This design comes from an exercise in tuning for small area and a short achievable clock period on the open sky130 flow, not from production work. RTL that was checked went through simulation tests only; none was proved equivalent to the original. No activity file was given, so power comes from the tool's default toggle rates.

// pic16_core
module pic16_core (
   input  logic        clk,
   input  logic        arst_n,
   input  logic [13:0] op_code,
   input  logic [4:0]  port_a_data_in,
   input  logic [7:0]  port_b_data_in,
   output logic [12:0] pc_out,
   output logic        nop_out,
   output logic        z,
   output logic [4:0]  port_a_tris,
   output logic [4:0]  port_a_data_out,
   output logic [7:0]  port_b_tris,
   output logic [7:0]  port_b_data_out
);
For scale: about 760 flip-flops, ~0.031 mm^2 of cells after synthesis.
Settings: LEC_CHECK=0, CAP_MARGIN=20, CORE_MARGIN=2, CORE_UTILIZATION=40, SLEW_MARGIN=20; clock period 10.0 ns.
standard.sh (not shown) runs the stock make flow with config.mk's settings and CLKGATE_MAP_FILE= SYNTH_SCRIPT=/design/flow/synth_recipe.tcl, a recipe that flattens the netlist after the stock synthesis.
==> flow/flow/run.sh <==
#!/bin/bash
# Standard layout, with timing repair aiming 7 ns below the 10 ns clock period.
set -euo pipefail
bash standard.sh SETUP_SLACK_MARGIN=7 CORE_UTILIZATION=60 finish > standard_make.log 2>&1
Then changed:
--- a/flow/design.v
+++ b/flow/design.v
@@ -20,35 +20,34 @@
    logic [13:0] ir;
    logic [7:0]  t_q;                
    logic        cn_q;               
    logic        dcn_q;              
    logic [7:0]  w_q;
    logic        c_q, dc_q, rp0_q;
    logic        hold_q;             
    logic [2:0]  sp_q;
    logic [12:0] stack_q [8];
    logic [7:0]  ram_q [RAM_N];
-   wire q1 = (ph == 2'd0);
    wire q2 = (ph == 2'd1);
    wire q4 = (ph == 2'd3);
    wire ex = nop_out;                
    always_ff @(posedge clk or negedge arst_n) begin
       if (!arst_n) begin
          ph    <= 2'd0;
          rst_q <= 1'b1;
       end else begin
          ph    <= ph + 2'd1;
          rst_q <= 1'b0;
       end
    end
    always_ff @(posedge clk) begin
-      if (q1) ir <= op_code;
+      ir <= op_code;
    end
    wire [1:0] cls = ir[13:12];
    wire [3:0] sub = ir[11:8];
    wire [6:0] fa  = ir[6:0];
    wire       d   = ir[7];
    wire is_byte = (cls == 2'b00);
    wire is_bit  = (cls == 2'b01);
    wire is_jmp  = (cls == 2'b10);
    wire is_lit  = (cls == 2'b11);
    wire to_file = (is_byte & d) | (is_bit & ~ir[11]);
The changed run produced a clean layout; total power grows by about a fifth; core utilization grows by 0.69 points; worst setup slack is better by 28 ps; clock skew grows by 5.6 ps; global-route usage grows by 0.98 points; sequential power grows by roughly a tenth; combinational power grows to 2.7 times its value; critical path depth does not change; synthesized area shrinks slightly.
The RTL of the first run of this note was laid out without a check of its function.

---

## main
The RTL this note starts from:
==> flow/design.v <==
`default_nettype none
module pic16_core (
   input  logic        clk,
   input  logic        arst_n,
   input  logic [13:0] op_code,
   input  logic [4:0]  port_a_data_in,
   input  logic [7:0]  port_b_data_in,
   output logic [12:0] pc_out,
   output logic        nop_out,
   output logic        z,
   output logic [4:0]  port_a_tris,
   output logic [4:0]  port_a_data_out,
   output logic [7:0]  port_b_tris,
   output logic [7:0]  port_b_data_out
);
   localparam int RAM_LO = 12;      
   localparam int RAM_N  = 68;      
   logic [1:0]  ph;                 
   logic        rst_q;              
   logic [13:0] ir;
   logic [7:0]  t_q;                
   logic        cn_q;               
   logic        dcn_q;              
   logic [7:0]  w_q;
   logic        c_q, dc_q, rp0_q;
   logic        hold_q;             
   logic [2:0]  sp_q;
   logic [12:0] stack_q [8];
   logic [7:0]  ram_q [RAM_N];
   wire q2 = (ph == 2'd1);
   wire q4 = (ph == 2'd3);
   wire ex = nop_out;                
   always_ff @(posedge clk or negedge arst_n) begin
      if (!arst_n) begin
         ph    <= 2'd0;
         rst_q <= 1'b1;
      end else begin
         ph    <= ph + 2'd1;
         rst_q <= 1'b0;
      end
   end
   always_ff @(posedge clk) begin
      ir <= op_code;
   end
   wire [1:0] cls = ir[13:12];
   wire [3:0] sub = ir[11:8];
   wire [6:0] fa  = ir[6:0];
   wire       d   = ir[7];
   wire is_byte = (cls == 2'b00);
   wire is_bit  = (cls == 2'b01);
   wire is_jmp  = (cls == 2'b10);
   wire is_lit  = (cls == 2'b11);
   wire to_file = (is_byte & d) | (is_bit & ~ir[11]);
   wire to_w    = (is_byte & ~d & (sub != 4'd0)) | (is_lit & (sub != 4'b1011));
   wire sub_op  = (is_byte & (sub == 4'b0010)) | (is_lit & (sub[3:1] == 3'b110));
   wire addsub  = (is_byte & ((sub == 4'b0010) | (sub == 4'b0111))) | (is_lit & (sub[3:2] == 2'b11));
   wire rot     = is_byte & (sub[3:1] == 3'b110);
   wire fz      = addsub
                | (is_byte & ((sub == 4'd1) | (sub == 4'd3) | (sub == 4'd4) | (sub == 4'd5) |
                              (sub == 4'd6) | (sub == 4'd8) | (sub == 4'd9) | (sub == 4'd10)))
                | (is_lit & ((sub == 4'd8) | (sub == 4'd9) | (sub == 4'd10)));
   wire skip_z  = (is_byte & ((sub == 4'b1011) | (sub == 4'b1111))) | (is_bit & (ir[11:10] == 2'b10));
   wire skip_nz = is_bit & (ir[11:10] == 2'b11);
   wire is_ret  = (ir == 14'h0008) | (is_lit & (sub[3:2] == 2'b01));
   wire is_call = is_jmp & ~ir[11];
   wire branch  = is_jmp | is_ret;
   wire sel_status = (fa == 7'h03);
   wire sel_a      = (fa == 7'h05);
   wire sel_b      = (fa == 7'h06);
   logic [7:0] rd;
   always_comb begin
      rd = '0;
      for (int i = 0; i < RAM_N; i++)
         rd = rd | (ram_q[i] & {8{fa == 7'(RAM_LO + i)}});
      if (sel_status) rd = {2'b00, rp0_q, 2'b00, z, dc_q, c_q};
      if (sel_a) rd = rp0_q ? {3'b000, port_a_tris}
                            : {3'b000, (port_a_data_in & port_a_tris) | (port_a_data_out & ~port_a_tris)};
      if (sel_b) rd = rp0_q ? port_b_tris
                            : (port_b_data_in & port_b_tris) | (port_b_data_out & ~port_b_tris);
      if (is_lit) rd = ir[7:0];
   end
   logic [3:0] lut_q;        
   logic       smask_q;      
   logic       ssum_q;       
   logic [1:0] perm_q;       
   logic       yw_q;         
   logic       yinv_q;       
   logic       ci_q;         
   logic       rl_q;         
   logic [3:0] lut_d;
   logic [1:0] perm_d;
   always_comb begin
      lut_d  = 4'b1100;                                      
      perm_d = 2'd0;
      case (cls)
         2'b00: case (sub)
            4'd0:  lut_d = 4'b1010;                          
            4'd1:  lut_d = 4'b0000;                          
            4'd4:  lut_d = 4'b1110;                          
            4'd5:  lut_d = 4'b1000;                          
            4'd6:  lut_d = 4'b0110;                          
            4'd9:  lut_d = 4'b0011;                          
            4'd12: perm_d = 2'd1;                            
            4'd13: perm_d = 2'd2;                            
            4'd14: perm_d = 2'd3;                            
            default: ;
         endcase
         2'b01: case (ir[11:10])
            2'b00:   lut_d = 4'b0100;                        
            2'b01:   lut_d = 4'b1110;                        
            default: lut_d = 4'b1000;                        
         endcase
         2'b11: case (sub)
            4'd8:    lut_d = 4'b1110;
            4'd9:    lut_d = 4'b1000;
            4'd10:   lut_d = 4'b0110;
            default: ;
         endcase
         default: ;
      endcase
   end
   wire dec_op = is_byte & ((sub == 4'b0011) | (sub == 4'b1011));
   wire inc_op = is_byte & ((sub == 4'b1010) | (sub == 4'b1111));
   always_ff @(posedge clk) begin
      lut_q   <= lut_d;
      perm_q  <= perm_d;
      smask_q <= is_bit;
      ssum_q  <= addsub | dec_op | inc_op;
      yw_q    <= ~(dec_op | inc_op);
      yinv_q  <= sub_op | dec_op;
      ci_q    <= sub_op | inc_op;
      rl_q    <= sub[0];
   end
   wire [7:0] mask = 8'd1 << ir[9:7];
   wire [7:0] y    = ({8{yw_q}} & w_q) ^ {8{yinv_q}};
   wire [8:0] sum  = {1'b0, t_q} + {1'b0, y} + {8'd0, ci_q};
   wire [7:0] s_op = smask_q ? mask : w_q;
   logic [7:0] tp;
   always_comb begin
      case (perm_q)
         2'd1:    tp = {c_q, t_q[7:1]};
         2'd2:    tp = {t_q[6:0], c_q};
         2'd3:    tp = {t_q[3:0], t_q[7:4]};
         default: tp = t_q;
      endcase
   end
   logic [7:0] alu;
   always_comb begin
      for (int i = 0; i < 8; i++) alu[i] = lut_q[{tp[i], s_op[i]}];
      if (ssum_q) alu = sum[7:0];
   end
   wire c_new  = ssum_q ? sum[8] : (rl_q ? t_q[7] : t_q[0]);
   wire dc_new = t_q[4] ^ y[4] ^ sum[4];
   always_ff @(posedge clk) begin
      t_q   <= q2 ? rd : alu;
      cn_q  <= c_new;
      dcn_q <= dc_new;
   end
   wire q3 = (ph == 2'd2);
   wire x4 = q4 & ex;
   logic wf_q;
   always_ff @(posedge clk) begin
      wf_q <= q3 & ex & to_file;
   end
   wire ww_q   = x4 & to_w;
   wire fc_q   = x4 & (addsub | rot);
   wire fdc_q  = x4 & addsub;
   wire fz_q   = x4 & fz;
   wire jmp_q  = x4 & is_jmp;
   wire ret_q  = x4 & is_ret;
   wire call_q = x4 & is_call;
   wire inc_q  = q4 & (ex ? ~branch : ~hold_q);
   wire br_q   = x4 & branch;
   wire skz_q  = x4 & skip_z;
   wire sknz_q = x4 & skip_nz;
   wire       zr = (t_q == 8'd0);
   wire [7:0] wd = t_q & {8{~rst_q}};         
   for (genvar i = 0; i < RAM_N; i++) begin : g_ram
      always_ff @(posedge clk) begin
         if ((wf_q & (fa == 7'(RAM_LO + i))) | rst_q) ram_q[i] <= wd;
      end
   end
   always_ff @(posedge clk) begin
      if (ww_q | rst_q) w_q <= wd;
   end
   logic [4:0] ntris_a_q;
   logic [7:0] ntris_b_q;
   assign port_a_tris = ~ntris_a_q;
   assign port_b_tris = ~ntris_b_q;
   always_ff @(posedge clk or negedge arst_n) begin
      if (!arst_n) begin
         c_q             <= 1'b0;
         dc_q            <= 1'b0;
         z               <= 1'b0;
         rp0_q           <= 1'b0;
         port_a_data_out <= '0;
         port_b_data_out <= '0;
         ntris_a_q       <= '0;
         ntris_b_q       <= '0;
      end else begin
         if (wf_q & sel_status) begin
            c_q   <= t_q[0];
            dc_q  <= t_q[1];
            z     <= t_q[2];
            rp0_q <= t_q[5];
         end
         if (fc_q)  c_q  <= cn_q;                  
         if (fdc_q) dc_q <= dcn_q;
         if (fz_q)  z    <= zr;
         if (wf_q & sel_a & ~rp0_q) port_a_data_out <= t_q[4:0];
         if (wf_q & sel_a &  rp0_q) ntris_a_q       <= ~t_q[4:0];
         if (wf_q & sel_b & ~rp0_q) port_b_data_out <= t_q;
         if (wf_q & sel_b &  rp0_q) ntris_b_q       <= ~t_q;
      end
   end
   logic       sq_q;                           
   wire [12:0] pc_inc = pc_out + 13'd1;
   wire [2:0]  sp_m1  = sp_q - 3'd1;
   assign nop_out = ~sq_q;
   always_ff @(posedge clk or negedge arst_n) begin
      if (!arst_n) begin
         pc_out <= '0;
         sp_q   <= '0;
         sq_q   <= 1'b0;
         hold_q <= 1'b0;
      end else begin
         if (jmp_q)      pc_out <= {2'b00, ir[10:0]};
         else if (ret_q) pc_out <= stack_q[sp_m1];
         else if (inc_q) pc_out <= pc_inc;
         if (call_q)     sp_q <= sp_q + 3'd1;
         else if (ret_q) sp_q <= sp_m1;
         if (q4) begin
            sq_q   <= br_q | (skz_q & zr) | (sknz_q & ~zr);
            hold_q <= br_q;
         end
      end
   end
   for (genvar i = 0; i < 8; i++) begin : g_stack
      always_ff @(posedge clk) begin
         if (call_q & ~rst_q & (sp_q == 3'(i))) stack_q[i] <= pc_inc;
      end
   end
endmodule
`default_nettype wire
export LEC_CHECK = 0
export CAP_MARGIN = 20
export CORE_MARGIN = 2
export CORE_UTILIZATION = 40
export SLEW_MARGIN = 20
create_clock -name core_clock -period 10.0 [get_ports {clk}]
==> flow/flow/run.sh <==
#!/bin/bash
# Standard layout, with timing repair aiming 7 ns below the 10 ns clock period,
# buf_2 port buffers and sizing not limited to same-footprint cells.
set -euo pipefail
bash standard.sh SETUP_SLACK_MARGIN=7 CORE_UTILIZATION=60 CTS_CLUSTER_SIZE=28 CTS_CLUSTER_DIAMETER=100 \
  "BUFFER_PORTS_ARGS=-buffer_cell sky130_fd_sc_hd__buf_2" MATCH_CELL_FOOTPRINT=0 finish > standard_make.log 2>&1
The following lists how the feature branch was set up differently from main:
diff --git a/flow/design.v b/flow/design.v
--- a/flow/design.v
+++ b/flow/design.v
@@ -155,26 +155,26 @@
       t_q   <= q2 ? rd : alu;
       cn_q  <= c_new;
       dcn_q <= dc_new;
    end
    wire q3 = (ph == 2'd2);
-   wire x4 = q4 & ex;
-   logic wf_q;
-   always_ff @(posedge clk) begin
-      wf_q <= q3 & ex & to_file;
-   end
-   wire ww_q   = x4 & to_w;
-   wire fc_q   = x4 & (addsub | rot);
-   wire fdc_q  = x4 & addsub;
-   wire fz_q   = x4 & fz;
-   wire jmp_q  = x4 & is_jmp;
-   wire ret_q  = x4 & is_ret;
-   wire call_q = x4 & is_call;
-   wire inc_q  = q4 & (ex ? ~branch : ~hold_q);
-   wire br_q   = x4 & branch;
-   wire skz_q  = x4 & skip_z;
-   wire sknz_q = x4 & skip_nz;
+   logic wf_q, ww_q, fc_q, fdc_q, fz_q;
+   logic jmp_q, ret_q, call_q, inc_q, br_q, skz_q, sknz_q;
+   always_ff @(posedge clk) begin
+      wf_q   <= q3 & ex & to_file;
+      ww_q   <= q3 & ex & to_w;
+      fc_q   <= q3 & ex & (addsub | rot);
+      fdc_q  <= q3 & ex & addsub;
+      fz_q   <= q3 & ex & fz;
+      jmp_q  <= q3 & ex & is_jmp;
+      ret_q  <= q3 & ex & is_ret;
+      call_q <= q3 & ex & is_call;
+      inc_q  <= q3 & (ex ? ~branch : ~hold_q);
+      br_q   <= q3 & ex & branch;
+      skz_q  <= q3 & ex & skip_z;
+      sknz_q <= q3 & ex & skip_nz;
+   end
    wire       zr = (t_q == 8'd0);
    wire [7:0] wd = t_q & {8{~rst_q}};         
    for (genvar i = 0; i < RAM_N; i++) begin : g_ram
       always_ff @(posedge clk) begin
          if ((wf_q & (fa == 7'(RAM_LO + i))) | rst_q) ram_q[i] <= wd;
Results
In the tables for main and the feature branch, power consumption reads higher with the feature branch.
In the final design statistics, the feature branch uses more standard cells in total than main.
Going from main to the feature branch, fraction of area in registers now smaller, clock share of power now larger, netlist area before placement now larger, maximum level of the CTS H-tree now larger, number of global-route vias before repair now larger.
The utilization after layout in the feature branch sits 0.76 points above the value recorded for main.

port drivers added, routing unchanged:
In the flow no input, the clock included, has a driving cell. The finished layouts below were timed again as built, in two steps.
Step 1 (the two cells are an assumption about what drives the block):
set clk [get_ports {clk}]
set_driving_cell -lib_cell sky130_fd_sc_hd__clkbuf_16 $clk
set_driving_cell -lib_cell sky130_fd_sc_hd__buf_2 [delete_from_list [all_inputs] $clk]
Step 2 also shifts input and output timing later by t, the mid clock arrival at the registers, as if the neighbouring blocks saw the same clock.
a / b / c = no drivers / after step 1 / after step 2; a / b = the first two.
run | t, ns | slack for setup (ns) | hold slack, ns | pins driven straight from the clock port
the first run of note 1 | 0.690 | 6.768 / 6.704 / 6.363 | 0.428 / 0.428 / 0.428 | 1
the second run of note 1 | 0.680 | 6.795 / 6.735 / 6.208 | 0.434 / 0.434 / 0.434 | 1
main | 0.714 | 6.716 / 6.655 / 6.444 | 0.472 / 0.472 / 0.472 | 1
the feature branch | 0.654 | 6.807 / 6.743 / 6.326 | 0.435 / 0.435 / 0.435 | 1
After both steps setup and hold are still met in every run listed. The setup slack of the second run of note 1, which loses most, moves by -0.060 ns with the drivers and by -0.587 ns with both steps.
